Source: an optimization exercise on an open RTL-to-GDS flow (aim: a short achievable clock period and few clock cycles). Production flows keep margins and buffers that such runs may drop. Where RTL was checked, it was by simulation tests only, not by an equivalence proof against the original. Power figures rest on the tool's default switching activity, not on a simulated workload.

==> run a: inputs <==
==> flow/design.v (excerpt) <==
module bsr_scheduler_top (
    input  wire logic                       clk,
    input  wire logic                       rst_n,
    input  wire logic                       start,
    input  wire logic [16-1:0]      cfg_num_block_rows,
    output logic                            row_ptr_rd_en,
    output logic [16-1:0]           row_ptr_rd_addr,
    input  wire logic [32-1:0]      row_ptr_rd_data,
    output logic                            col_idx_rd_en,
    output logic [32-1:0]           col_idx_rd_addr,
    input  wire logic [16-1:0]      col_idx_rd_data,
    output logic                            block_rd_en,
    output logic [32-1:0]           block_rd_addr,
    input  wire logic [8-1:0]     block_rd_data,
    output logic                            systolic_valid,
    output logic [64*8-1:0] systolic_block,
    output logic [16-1:0]           systolic_block_row,
    output logic [16-1:0]           systolic_block_col,
    input  wire logic                       systolic_ready,
    input  wire logic                       systolic_done,
    output logic                            done,
    output logic                            busy,
    output logic [32-1:0]           blocks_processed
);
==> module bsr_scheduler_top, before the edit <==
module bsr_scheduler_top (
    input  wire logic                       clk,
    input  wire logic                       rst_n,
    input  wire logic                       start,
    input  wire logic [16-1:0]      cfg_num_block_rows,
    output logic                            row_ptr_rd_en,
    output logic [16-1:0]           row_ptr_rd_addr,
    input  wire logic [32-1:0]      row_ptr_rd_data,
    output logic                            col_idx_rd_en,
    output logic [32-1:0]           col_idx_rd_addr,
    input  wire logic [16-1:0]      col_idx_rd_data,
    output logic                            block_rd_en,
    output logic [32-1:0]           block_rd_addr,
    input  wire logic [8-1:0]     block_rd_data,
    output logic                            systolic_valid,
    output logic [64*8-1:0] systolic_block,
    output logic [16-1:0]           systolic_block_row,
    output logic [16-1:0]           systolic_block_col,
    input  wire logic                       systolic_ready,
    input  wire logic                       systolic_done,
    output logic                            done,
    output logic                            busy,
    output logic [32-1:0]           blocks_processed
);
    logic                   rd_on;       
    logic                   run;         
    logic                   done_r;
    logic                   init;        
    logic                   init_ok;     
    logic [16-1:0]  num_rows;
    logic [16-1:0]  w_row;       
    logic [16-1:0]  rp_addr;     
    logic                   rp_good;     
    logic                   w_last;      
    logic [32-1:0]  w_end;       
    logic                   w_end_v;
    logic                   w_eq;        
    logic [32-1:0]  w_blk;       
    logic [32-1:0]  w_blk1;      
    logic                   w_fin;       
    logic                   l_act;
    logic [32-1:0]  rd_addr;     
    logic [6-1:0] prev_sel;  
    logic                   prev_v;
    logic                   full;        
    logic                   valid_r;
    logic                   in_array;
    logic [32-1:0]  count;
    logic [8-1:0] blk_mem [64];
    wire start_acc = start && !run && !done_r;
    wire handover  = valid_r && systolic_ready;
    wire rejected  = prev_v && full && !handover;
    wire in_byte   = l_act && prev_v;
    wire keep0     = in_byte && (!full || handover);
    wire last_byte = in_byte && !full && (prev_sel == 6'(64 - 1));
    wire w_has     = w_end_v && !w_eq;            
    wire w_step    = w_end_v && w_eq && !w_fin;
    wire offer     = w_has && (last_byte || (full && !valid_r));
    wire finish    = w_fin && !valid_r && (!in_array || systolic_done);
    always_ff @(posedge clk or negedge rst_n) begin
        if (!rst_n) begin
            rd_on     <= 1'b0;
            run       <= 1'b0;
            done_r    <= 1'b0;
            init      <= 1'b0;
            init_ok   <= 1'b0;
            num_rows  <= '0;
            w_row     <= '0;
            rp_addr   <= '0;
            rp_good   <= 1'b0;
            w_last    <= 1'b0;
            w_end     <= '0;
            w_end_v   <= 1'b0;
            w_eq      <= 1'b0;
            w_blk     <= '0;
            w_fin     <= 1'b0;
            l_act     <= 1'b0;
            prev_v    <= 1'b0;
            full      <= 1'b0;
            valid_r   <= 1'b0;
            in_array  <= 1'b0;
            count     <= '0;
        end else begin
            rd_on   <= 1'b1;
            rp_good <= 1'b1;
            done_r  <= 1'b0;
            if (start_acc) begin
                run      <= 1'b1;
                init     <= 1'b1;
                init_ok  <= rd_on;             
                num_rows <= cfg_num_block_rows;
                w_row    <= '0;
                rp_addr  <= rd_on ? 16'(1) : '0;
                rp_good  <= 1'b0;
                w_last   <= (cfg_num_block_rows == 16'(1));
                w_end_v  <= 1'b0;
                w_fin    <= 1'b0;
                l_act    <= 1'b0;
                prev_v   <= 1'b0;
                full     <= 1'b0;
                valid_r  <= 1'b0;
                in_array <= 1'b0;
                count    <= '0;
            end else if (run) begin
                if (init) begin
                    if (init_ok) begin
                        init      <= 1'b0;
                        w_blk     <= row_ptr_rd_data;
                        l_act     <= 1'b1;
                        prev_v    <= 1'b0;
                    end else begin
                        init_ok <= 1'b1;
                        rp_addr <= 16'(1);
                        rp_good <= 1'b0;
                    end
                end else begin
                    if (!w_end_v) begin
                        if (rp_good) begin
                            w_end   <= row_ptr_rd_data;
                            w_end_v <= 1'b1;
                            w_eq    <= (row_ptr_rd_data == w_blk);
                        end
                    end else if (w_step) begin
                        if (w_last) begin
                            w_fin <= 1'b1;
                        end else begin
                            w_row   <= w_row + 1'b1;
                            rp_addr <= rp_addr + 1'b1;
                            w_last  <= (rp_addr + 1'b1 == num_rows);
                            rp_good <= 1'b0;
                            w_end_v <= 1'b0;
                        end
                    end else if (offer) begin
                        w_blk <= w_blk1;
                        w_eq  <= (w_end == w_blk1);
                    end
                    prev_v <= !rejected;
                    if (last_byte) full <= 1'b1;
                    if (offer) valid_r <= 1'b1;
                    if (handover) begin
                        valid_r  <= 1'b0;
                        full     <= 1'b0;
                        in_array <= 1'b1;
                        count    <= count + 1'b1;
                    end else if (systolic_done) begin
                        in_array <= 1'b0;
                    end
                    if (finish) begin
                        run     <= 1'b0;
                        done_r  <= 1'b1;
                        rp_addr <= '0;             
                        l_act   <= 1'b0;
                    end
                end
            end
        end
    end
    always_ff @(posedge clk) begin
        w_blk1   <= w_blk + 1'b1;
        prev_sel <= rd_addr[6-1:0];
        if (init) begin
            rd_addr <= {row_ptr_rd_data[32-6-1:0], 6'(0)};
        end else if (rejected) begin
            rd_addr <= {rd_addr[32-1:6], 6'(0)};
        end else begin
            rd_addr <= rd_addr + 1'b1;
        end
        if (keep0 && prev_sel == '0) blk_mem[0] <= block_rd_data;
        for (int k = 1; k < 64; k++) begin
            if (in_byte && prev_sel == 6'(k)) blk_mem[k] <= block_rd_data;
        end
        if (last_byte) systolic_block_col <= col_idx_rd_data;   
        if (offer) systolic_block_row <= w_row;
    end
    always_comb begin
        for (int k = 0; k < 64; k++) begin
            systolic_block[k*8 +: 8] = blk_mem[k];
        end
    end
    assign row_ptr_rd_en    = rd_on;
    assign row_ptr_rd_addr  = rp_addr;
    assign col_idx_rd_en    = rd_on;
    assign col_idx_rd_addr  = w_blk;
    assign block_rd_en      = rd_on;
    assign block_rd_addr    = rd_addr;
    assign systolic_valid   = valid_r;
    assign done             = done_r;
    assign busy             = run;
    assign blocks_processed = count;
endmodule
==> flow/config.mk <==
export PLATFORM = sky130hd
export DESIGN_NAME = bsr_scheduler_top
export DESIGN_NICKNAME = bsr_scheduler_top
export VERILOG_FILES = /design/flow/design.v
export SDC_FILE = /design/flow/constraint.sdc
export NUM_CORES = 4
export LEC_CHECK = 0
export ABC_CLOCK_PERIOD_IN_PS = 1800
export CAP_MARGIN = 20
export CORE_MARGIN = 2
export CORE_UTILIZATION = 40
export SETUP_SLACK_MARGIN = 3.2
export SLEW_MARGIN = 20
==> flow/constraint.sdc <==
create_clock -name core_clock -period 5.0 [get_ports {clk}]
set_input_delay 1.0000 -clock core_clock [delete_from_list [all_inputs] [get_ports {clk}]]
set_output_delay 1.0000 -clock core_clock [all_outputs]
set_load 0.01 [all_outputs]
run.sh (not shown) runs the stock make flow with config.mk's settings and CLKGATE_MAP_FILE= SYNTH_SCRIPT=/design/flow/synth_recipe.tcl, a recipe that flattens the netlist after the stock synthesis.
==> inputs of run b, as changes to run a <==
--- a/flow/design.v
+++ b/flow/design.v
@@ -52,17 +52,15 @@
     logic [16-1:0]  w_row;       
     logic [16-1:0]  rp_addr;     
     logic                   rp_good;     
-    logic                   w_last;      
     logic [32-1:0]  w_end;       
     logic                   w_end_v;
-    logic                   w_eq;        
     logic [32-1:0]  w_blk;       
-    logic [32-1:0]  w_blk1;      
     logic                   w_fin;       
     logic                   l_act;
     logic [32-1:0]  rd_addr;     
-    logic [6-1:0] prev_sel;  
+    logic [32-1:0]  prev_addr;   
     logic                   prev_v;
+    logic [32-1:0]  fill_blk;    
     logic                   full;        
     logic                   valid_r;
     logic                   in_array;
@@ -71,11 +69,12 @@
     wire start_acc = start && !run && !done_r;
     wire handover  = valid_r && systolic_ready;
     wire rejected  = prev_v && full && !handover;
-    wire in_byte   = l_act && prev_v;
-    wire keep0     = in_byte && (!full || handover);
-    wire last_byte = in_byte && !full && (prev_sel == 6'(64 - 1));
+    wire accept    = l_act && prev_v && !rejected;
+    wire last_byte = accept && (prev_addr[6-1:0] == 6'(64 - 1));
+    wire w_eq      = (w_end == w_blk);
     wire w_has     = w_end_v && !w_eq;            
-    wire w_step    = w_end_v && w_eq && !w_fin;
+    wire w_step    = run && !init && w_end_v && w_eq && !w_fin;
+    wire w_last    = (rp_addr == num_rows);
     wire offer     = w_has && (last_byte || (full && !valid_r));
     wire finish    = w_fin && !valid_r && (!in_array || systolic_done);
     always_ff @(posedge clk or negedge rst_n) begin
@@ -89,14 +88,15 @@
             w_row     <= '0;
             rp_addr   <= '0;
             rp_good   <= 1'b0;
-            w_last    <= 1'b0;
             w_end     <= '0;
             w_end_v   <= 1'b0;
-            w_eq      <= 1'b0;
             w_blk     <= '0;
             w_fin     <= 1'b0;
             l_act     <= 1'b0;
+            rd_addr   <= '0;
+            prev_addr <= '0;
             prev_v    <= 1'b0;
+            fill_blk  <= '0;
             full      <= 1'b0;
             valid_r   <= 1'b0;
             in_array  <= 1'b0;
@@ -113,7 +113,6 @@
                 w_row    <= '0;
                 rp_addr  <= rd_on ? 16'(1) : '0;
                 rp_good  <= 1'b0;
-                w_last   <= (cfg_num_block_rows == 16'(1));
                 w_end_v  <= 1'b0;
                 w_fin    <= 1'b0;
                 l_act    <= 1'b0;
@@ -127,6 +126,9 @@
                     if (init_ok) begin
                         init      <= 1'b0;
                         w_blk     <= row_ptr_rd_data;
+                        fill_blk  <= row_ptr_rd_data;
+                        rd_addr   <= {row_ptr_rd_data[32-6-1:0],
+                                      6'(0)};
                         l_act     <= 1'b1;
                         prev_v    <= 1'b0;
                     end else begin
@@ -139,7 +141,6 @@
                         if (rp_good) begin
                             w_end   <= row_ptr_rd_data;
                             w_end_v <= 1'b1;
-                            w_eq    <= (row_ptr_rd_data == w_blk);
                         end
                     end else if (w_step) begin
                         if (w_last) begin
@@ -147,16 +148,23 @@
                         end else begin
                             w_row   <= w_row + 1'b1;
                             rp_addr <= rp_addr + 1'b1;
-                            w_last  <= (rp_addr + 1'b1 == num_rows);
                             rp_good <= 1'b0;
                             w_end_v <= 1'b0;
                         end
-                    end else if (offer) begin
-                        w_blk <= w_blk1;
-                        w_eq  <= (w_end == w_blk1);
-                    end
-                    prev_v <= !rejected;
-                    if (last_byte) full <= 1'b1;
+                    end
+                    if (offer) w_blk <= w_blk + 1'b1;
+                    if (rejected) begin
+                        rd_addr <= prev_addr;      
+                        prev_v  <= 1'b0;
+                    end else begin
+                        prev_addr <= rd_addr;
+                        rd_addr   <= rd_addr + 1'b1;
+                        prev_v    <= 1'b1;
+                    end
+                    if (last_byte) begin
+                        full     <= 1'b1;
+                        fill_blk <= fill_blk + 1'b1;
+                    end
                     if (offer) valid_r <= 1'b1;
                     if (handover) begin
                         valid_r  <= 1'b0;
@@ -177,19 +185,7 @@
         end
     end
     always_ff @(posedge clk) begin
-        w_blk1   <= w_blk + 1'b1;
-        prev_sel <= rd_addr[6-1:0];
-        if (init) begin
-            rd_addr <= {row_ptr_rd_data[32-6-1:0], 6'(0)};
-        end else if (rejected) begin
-            rd_addr <= {rd_addr[32-1:6], 6'(0)};
-        end else begin
-            rd_addr <= rd_addr + 1'b1;
-        end
-        if (keep0 && prev_sel == '0) blk_mem[0] <= block_rd_data;
-        for (int k = 1; k < 64; k++) begin
-            if (in_byte && prev_sel == 6'(k)) blk_mem[k] <= block_rd_data;
-        end
+        if (accept) blk_mem[prev_addr[6-1:0]] <= block_rd_data;
         if (last_byte) systolic_block_col <= col_idx_rd_data;   
         if (offer) systolic_block_row <= w_row;
     end
@@ -201,7 +197,7 @@
     assign row_ptr_rd_en    = rd_on;
     assign row_ptr_rd_addr  = rp_addr;
     assign col_idx_rd_en    = rd_on;
-    assign col_idx_rd_addr  = w_blk;
+    assign col_idx_rd_addr  = fill_blk;
     assign block_rd_en      = rd_on;
     assign block_rd_addr    = rd_addr;
     assign systolic_valid   = valid_r;
==> inputs of run c, as changes to run a <==
--- a/flow/design.v
+++ b/flow/design.v
@@ -52,17 +52,15 @@
     logic [16-1:0]  w_row;       
     logic [16-1:0]  rp_addr;     
     logic                   rp_good;     
-    logic                   w_last;      
     logic [32-1:0]  w_end;       
     logic                   w_end_v;
-    logic                   w_eq;        
     logic [32-1:0]  w_blk;       
-    logic [32-1:0]  w_blk1;      
     logic                   w_fin;       
     logic                   l_act;
     logic [32-1:0]  rd_addr;     
-    logic [6-1:0] prev_sel;  
+    logic [32-1:0]  prev_addr;   
     logic                   prev_v;
+    logic [32-1:0]  fill_blk;    
     logic                   full;        
     logic                   valid_r;
     logic                   in_array;
@@ -71,11 +69,12 @@
     wire start_acc = start && !run && !done_r;
     wire handover  = valid_r && systolic_ready;
     wire rejected  = prev_v && full && !handover;
-    wire in_byte   = l_act && prev_v;
-    wire keep0     = in_byte && (!full || handover);
-    wire last_byte = in_byte && !full && (prev_sel == 6'(64 - 1));
+    wire accept    = l_act && prev_v && !rejected;
+    wire last_byte = accept && (prev_addr[6-1:0] == 6'(64 - 1));
+    wire w_eq      = (w_end == w_blk);
     wire w_has     = w_end_v && !w_eq;            
-    wire w_step    = w_end_v && w_eq && !w_fin;
+    wire w_step    = run && !init && w_end_v && w_eq && !w_fin;
+    wire w_last    = (rp_addr == num_rows);
     wire offer     = w_has && (last_byte || (full && !valid_r));
     wire finish    = w_fin && !valid_r && (!in_array || systolic_done);
     always_ff @(posedge clk or negedge rst_n) begin
@@ -89,14 +88,15 @@
             w_row     <= '0;
             rp_addr   <= '0;
             rp_good   <= 1'b0;
-            w_last    <= 1'b0;
             w_end     <= '0;
             w_end_v   <= 1'b0;
-            w_eq      <= 1'b0;
             w_blk     <= '0;
             w_fin     <= 1'b0;
             l_act     <= 1'b0;
+            rd_addr   <= '0;
+            prev_addr <= '0;
             prev_v    <= 1'b0;
+            fill_blk  <= '0;
             full      <= 1'b0;
             valid_r   <= 1'b0;
             in_array  <= 1'b0;
@@ -113,7 +113,6 @@
                 w_row    <= '0;
                 rp_addr  <= rd_on ? 16'(1) : '0;
                 rp_good  <= 1'b0;
-                w_last   <= (cfg_num_block_rows == 16'(1));
                 w_end_v  <= 1'b0;
                 w_fin    <= 1'b0;
                 l_act    <= 1'b0;
@@ -127,6 +126,9 @@
                     if (init_ok) begin
                         init      <= 1'b0;
                         w_blk     <= row_ptr_rd_data;
+                        fill_blk  <= row_ptr_rd_data;
+                        rd_addr   <= {row_ptr_rd_data[32-6-1:0],
+                                      6'(0)};
                         l_act     <= 1'b1;
                         prev_v    <= 1'b0;
                     end else begin
@@ -139,7 +141,6 @@
                         if (rp_good) begin
                             w_end   <= row_ptr_rd_data;
                             w_end_v <= 1'b1;
-                            w_eq    <= (row_ptr_rd_data == w_blk);
                         end
                     end else if (w_step) begin
                         if (w_last) begin
@@ -147,16 +148,23 @@
                         end else begin
                             w_row   <= w_row + 1'b1;
                             rp_addr <= rp_addr + 1'b1;
-                            w_last  <= (rp_addr + 1'b1 == num_rows);
                             rp_good <= 1'b0;
                             w_end_v <= 1'b0;
                         end
-                    end else if (offer) begin
-                        w_blk <= w_blk1;
-                        w_eq  <= (w_end == w_blk1);
-                    end
-                    prev_v <= !rejected;
-                    if (last_byte) full <= 1'b1;
+                    end
+                    if (offer) w_blk <= w_blk + 1'b1;
+                    if (rejected) begin
+                        rd_addr <= prev_addr;      
+                        prev_v  <= 1'b0;
+                    end else begin
+                        prev_addr <= rd_addr;
+                        rd_addr   <= rd_addr + 1'b1;
+                        prev_v    <= 1'b1;
+                    end
+                    if (last_byte) begin
+                        full     <= 1'b1;
+                        fill_blk <= fill_blk + 1'b1;
+                    end
                     if (offer) valid_r <= 1'b1;
                     if (handover) begin
                         valid_r  <= 1'b0;
@@ -177,19 +185,7 @@
         end
     end
     always_ff @(posedge clk) begin
-        w_blk1   <= w_blk + 1'b1;
-        prev_sel <= rd_addr[6-1:0];
-        if (init) begin
-            rd_addr <= {row_ptr_rd_data[32-6-1:0], 6'(0)};
-        end else if (rejected) begin
-            rd_addr <= {rd_addr[32-1:6], 6'(0)};
-        end else begin
-            rd_addr <= rd_addr + 1'b1;
-        end
-        if (keep0 && prev_sel == '0) blk_mem[0] <= block_rd_data;
-        for (int k = 1; k < 64; k++) begin
-            if (in_byte && prev_sel == 6'(k)) blk_mem[k] <= block_rd_data;
-        end
+        if (accept) blk_mem[prev_addr[6-1:0]] <= block_rd_data;
         if (last_byte) systolic_block_col <= col_idx_rd_data;   
         if (offer) systolic_block_row <= w_row;
     end
@@ -201,7 +197,7 @@
     assign row_ptr_rd_en    = rd_on;
     assign row_ptr_rd_addr  = rp_addr;
     assign col_idx_rd_en    = rd_on;
-    assign col_idx_rd_addr  = w_blk;
+    assign col_idx_rd_addr  = fill_blk;
     assign block_rd_en      = rd_on;
     assign block_rd_addr    = rd_addr;
     assign systolic_valid   = valid_r;
ABC_CLOCK_PERIOD_IN_PS = unset   (was 1800)
SETUP_SLACK_MARGIN = unset   (was 3.2)
==> inputs of run d, as changes to run a <==
--- a/flow/design.v
+++ b/flow/design.v
@@ -52,17 +52,15 @@
     logic [16-1:0]  w_row;       
     logic [16-1:0]  rp_addr;     
     logic                   rp_good;     
-    logic                   w_last;      
     logic [32-1:0]  w_end;       
     logic                   w_end_v;
-    logic                   w_eq;        
     logic [32-1:0]  w_blk;       
-    logic [32-1:0]  w_blk1;      
     logic                   w_fin;       
     logic                   l_act;
     logic [32-1:0]  rd_addr;     
-    logic [6-1:0] prev_sel;  
+    logic [32-1:0]  prev_addr;   
     logic                   prev_v;
+    logic [32-1:0]  fill_blk;    
     logic                   full;        
     logic                   valid_r;
     logic                   in_array;
@@ -71,11 +69,12 @@
     wire start_acc = start && !run && !done_r;
     wire handover  = valid_r && systolic_ready;
     wire rejected  = prev_v && full && !handover;
-    wire in_byte   = l_act && prev_v;
-    wire keep0     = in_byte && (!full || handover);
-    wire last_byte = in_byte && !full && (prev_sel == 6'(64 - 1));
+    wire accept    = l_act && prev_v && !rejected;
+    wire last_byte = accept && (prev_addr[6-1:0] == 6'(64 - 1));
+    wire w_eq      = (w_end == w_blk);
     wire w_has     = w_end_v && !w_eq;            
-    wire w_step    = w_end_v && w_eq && !w_fin;
+    wire w_step    = run && !init && w_end_v && w_eq && !w_fin;
+    wire w_last    = (rp_addr == num_rows);
     wire offer     = w_has && (last_byte || (full && !valid_r));
     wire finish    = w_fin && !valid_r && (!in_array || systolic_done);
     always_ff @(posedge clk or negedge rst_n) begin
@@ -89,14 +88,15 @@
             w_row     <= '0;
             rp_addr   <= '0;
             rp_good   <= 1'b0;
-            w_last    <= 1'b0;
             w_end     <= '0;
             w_end_v   <= 1'b0;
-            w_eq      <= 1'b0;
             w_blk     <= '0;
             w_fin     <= 1'b0;
             l_act     <= 1'b0;
+            rd_addr   <= '0;
+            prev_addr <= '0;
             prev_v    <= 1'b0;
+            fill_blk  <= '0;
             full      <= 1'b0;
             valid_r   <= 1'b0;
             in_array  <= 1'b0;
@@ -113,7 +113,6 @@
                 w_row    <= '0;
                 rp_addr  <= rd_on ? 16'(1) : '0;
                 rp_good  <= 1'b0;
-                w_last   <= (cfg_num_block_rows == 16'(1));
                 w_end_v  <= 1'b0;
                 w_fin    <= 1'b0;
                 l_act    <= 1'b0;
@@ -127,6 +126,9 @@
                     if (init_ok) begin
                         init      <= 1'b0;
                         w_blk     <= row_ptr_rd_data;
+                        fill_blk  <= row_ptr_rd_data;
+                        rd_addr   <= {row_ptr_rd_data[32-6-1:0],
+                                      6'(0)};
                         l_act     <= 1'b1;
                         prev_v    <= 1'b0;
                     end else begin
@@ -139,7 +141,6 @@
                         if (rp_good) begin
                             w_end   <= row_ptr_rd_data;
                             w_end_v <= 1'b1;
-                            w_eq    <= (row_ptr_rd_data == w_blk);
                         end
                     end else if (w_step) begin
                         if (w_last) begin
@@ -147,16 +148,23 @@
                         end else begin
                             w_row   <= w_row + 1'b1;
                             rp_addr <= rp_addr + 1'b1;
-                            w_last  <= (rp_addr + 1'b1 == num_rows);
                             rp_good <= 1'b0;
                             w_end_v <= 1'b0;
                         end
-                    end else if (offer) begin
-                        w_blk <= w_blk1;
-                        w_eq  <= (w_end == w_blk1);
-                    end
-                    prev_v <= !rejected;
-                    if (last_byte) full <= 1'b1;
+                    end
+                    if (offer) w_blk <= w_blk + 1'b1;
+                    if (rejected) begin
+                        rd_addr <= prev_addr;      
+                        prev_v  <= 1'b0;
+                    end else begin
+                        prev_addr <= rd_addr;
+                        rd_addr   <= rd_addr + 1'b1;
+                        prev_v    <= 1'b1;
+                    end
+                    if (last_byte) begin
+                        full     <= 1'b1;
+                        fill_blk <= fill_blk + 1'b1;
+                    end
                     if (offer) valid_r <= 1'b1;
                     if (handover) begin
                         valid_r  <= 1'b0;
@@ -177,19 +185,7 @@
         end
     end
     always_ff @(posedge clk) begin
-        w_blk1   <= w_blk + 1'b1;
-        prev_sel <= rd_addr[6-1:0];
-        if (init) begin
-            rd_addr <= {row_ptr_rd_data[32-6-1:0], 6'(0)};
-        end else if (rejected) begin
-            rd_addr <= {rd_addr[32-1:6], 6'(0)};
-        end else begin
-            rd_addr <= rd_addr + 1'b1;
-        end
-        if (keep0 && prev_sel == '0) blk_mem[0] <= block_rd_data;
-        for (int k = 1; k < 64; k++) begin
-            if (in_byte && prev_sel == 6'(k)) blk_mem[k] <= block_rd_data;
-        end
+        if (accept) blk_mem[prev_addr[6-1:0]] <= block_rd_data;
         if (last_byte) systolic_block_col <= col_idx_rd_data;   
         if (offer) systolic_block_row <= w_row;
     end
@@ -201,7 +197,7 @@
     assign row_ptr_rd_en    = rd_on;
     assign row_ptr_rd_addr  = rp_addr;
     assign col_idx_rd_en    = rd_on;
-    assign col_idx_rd_addr  = w_blk;
+    assign col_idx_rd_addr  = fill_blk;
     assign block_rd_en      = rd_on;
     assign block_rd_addr    = rd_addr;
     assign systolic_valid   = valid_r;
ABC_CLOCK_PERIOD_IN_PS = 2500   (was 1800)
SETUP_SLACK_MARGIN = 2.5   (was 3.2)
==> metrics.md <==
| Metric | Value |
|---|---|
| Post-Place Cell Area | `39,000 µm²` |
| Final GP Congestion | `0.888` |
| Met1 Wirelength | `41,800 µm` |
| Largest net degree at the start of global routing | `96` |
| Slowest CP cell | `dfrtp_1` |
| Avg Cell Area, Syn | `14.3 µm²` |
| Initial antenna violation count | `1` |
| Status | `complete, no violations` |
| Finished Core Util | `56.0%` |
| Part of the power in registers | `46.5%` |
| Die Ht | `280 µm` |
| Top cells by area, synth | `edfxtp_1 54%, dfrtp_1 21%, mux2_2 2.3%` |
| CP required | `5.53 ns` |
That was run d.
==> metrics.md <==
| Metric | Value |
|---|---|
| Status | `complete, no violations` |
| CP Depth | `9` |
| Post-Syn Nets | `2,217` |
| Finished Core Util | `63.8%` |
| CP required | `5.57 ns` |
| Initial antenna violation count | `0` |
| Final GP Congestion | `0.867` |
| Part of the power in registers | `39.4%` |
| FF-to-FF Start | `w_end[25]` |
| Avg Cell Area, Syn | `14.3 µm²` |
| Top cells by area, synth | `edfxtp_1 54%, dfrtp_1 21%, mux2_2 2.3%` |
| Met1 Wirelength | `44,900 µm` |
| Post-Place Cell Area | `39,500 µm²` |
That was run b.
==> metrics.md <==
| Metric | Value |
|---|---|
| Status | `complete, no violations` |
| Part of the power in registers | `40.9%` |
| Slowest CP cell | `edfxtp_1` |
| Post-Place Cell Area | `37,000 µm²` |
| Tot Pwr | `20.5 mW` |
| CP required | `4.00 ns` |
| Finished Core Util | `60.2%` |
| Largest net degree at the start of global routing | `108` |
| Final GP Congestion | `0.858` |
| Met1 Wirelength | `38,400 µm` |
| Top cells by area, synth | `edfxtp_1 60%, dfrtp_1 14%, dfxtp_1 3.1%` |
| Setup crit start | `rd_addr[29]` |
| Avg Cell Area, Syn | `15.9 µm²` |
| Top cell category | `flip-flops and latches` |
| Die area | `72,900 µm²` |
| Initial antenna violation count | `5` |
That was run a.
==> metrics.md <==
| Metric | Value |
|---|---|
| Status | `complete, no violations` |
| Initial antenna violation count | `2` |
| Avg Cell Area, Syn | `14.3 µm²` |
| Largest net degree at the start of global routing | `115` |
| CP required | `5.31 ns` |
| Finished Core Util | `55.3%` |
| Post-Place Cell Area | `39,000 µm²` |
| Part of the power in registers | `47.0%` |
| Slowest CP cell | `clkdlybuf4s50_1` |
That was run c.
Testbench counts of run a, summed over its fixed seeds: cycles 52,706.
Only the layout flow was run in run b, run c and run d; the RTL was not checked for function there.

what the ideal ports hide:
In the flow no input, the clock included, has a driving cell. The finished layouts below were timed again as built, in two steps. Step 1 sets driving cells, clkbuf_16 on the clock port and buf_2 on the other inputs (assumed; they add their load-dependent delay and slew). Step 2 moves the port delays by t, midway between the first and last clock arrival at a register: inputs arrive t later, outputs are due t later. That takes back most of the time a late clock gives input paths. a / b / c = ideal ports / drivers / drivers and shift; a / b = the first two.
run	t, ns	slack for setup (ns)	clock arrival spread, ns	pins driven straight from the clock port
run a	0.686	2.682 / 2.619 / 2.342	0.028 / 0.028	1
run b	0.704	2.447 / 2.447 / 1.935	0.037 / 0.037	1
run c	0.701	1.752 / 1.798 / 1.097	0.032 / 0.031	1
run d	0.696	2.433 / 2.433 / 1.842	0.040 / 0.040	1
After both steps setup and hold are still met in every run listed. The setup slack of run c, which loses most, moves by +0.046 ns with the drivers and by -0.655 ns with both steps.
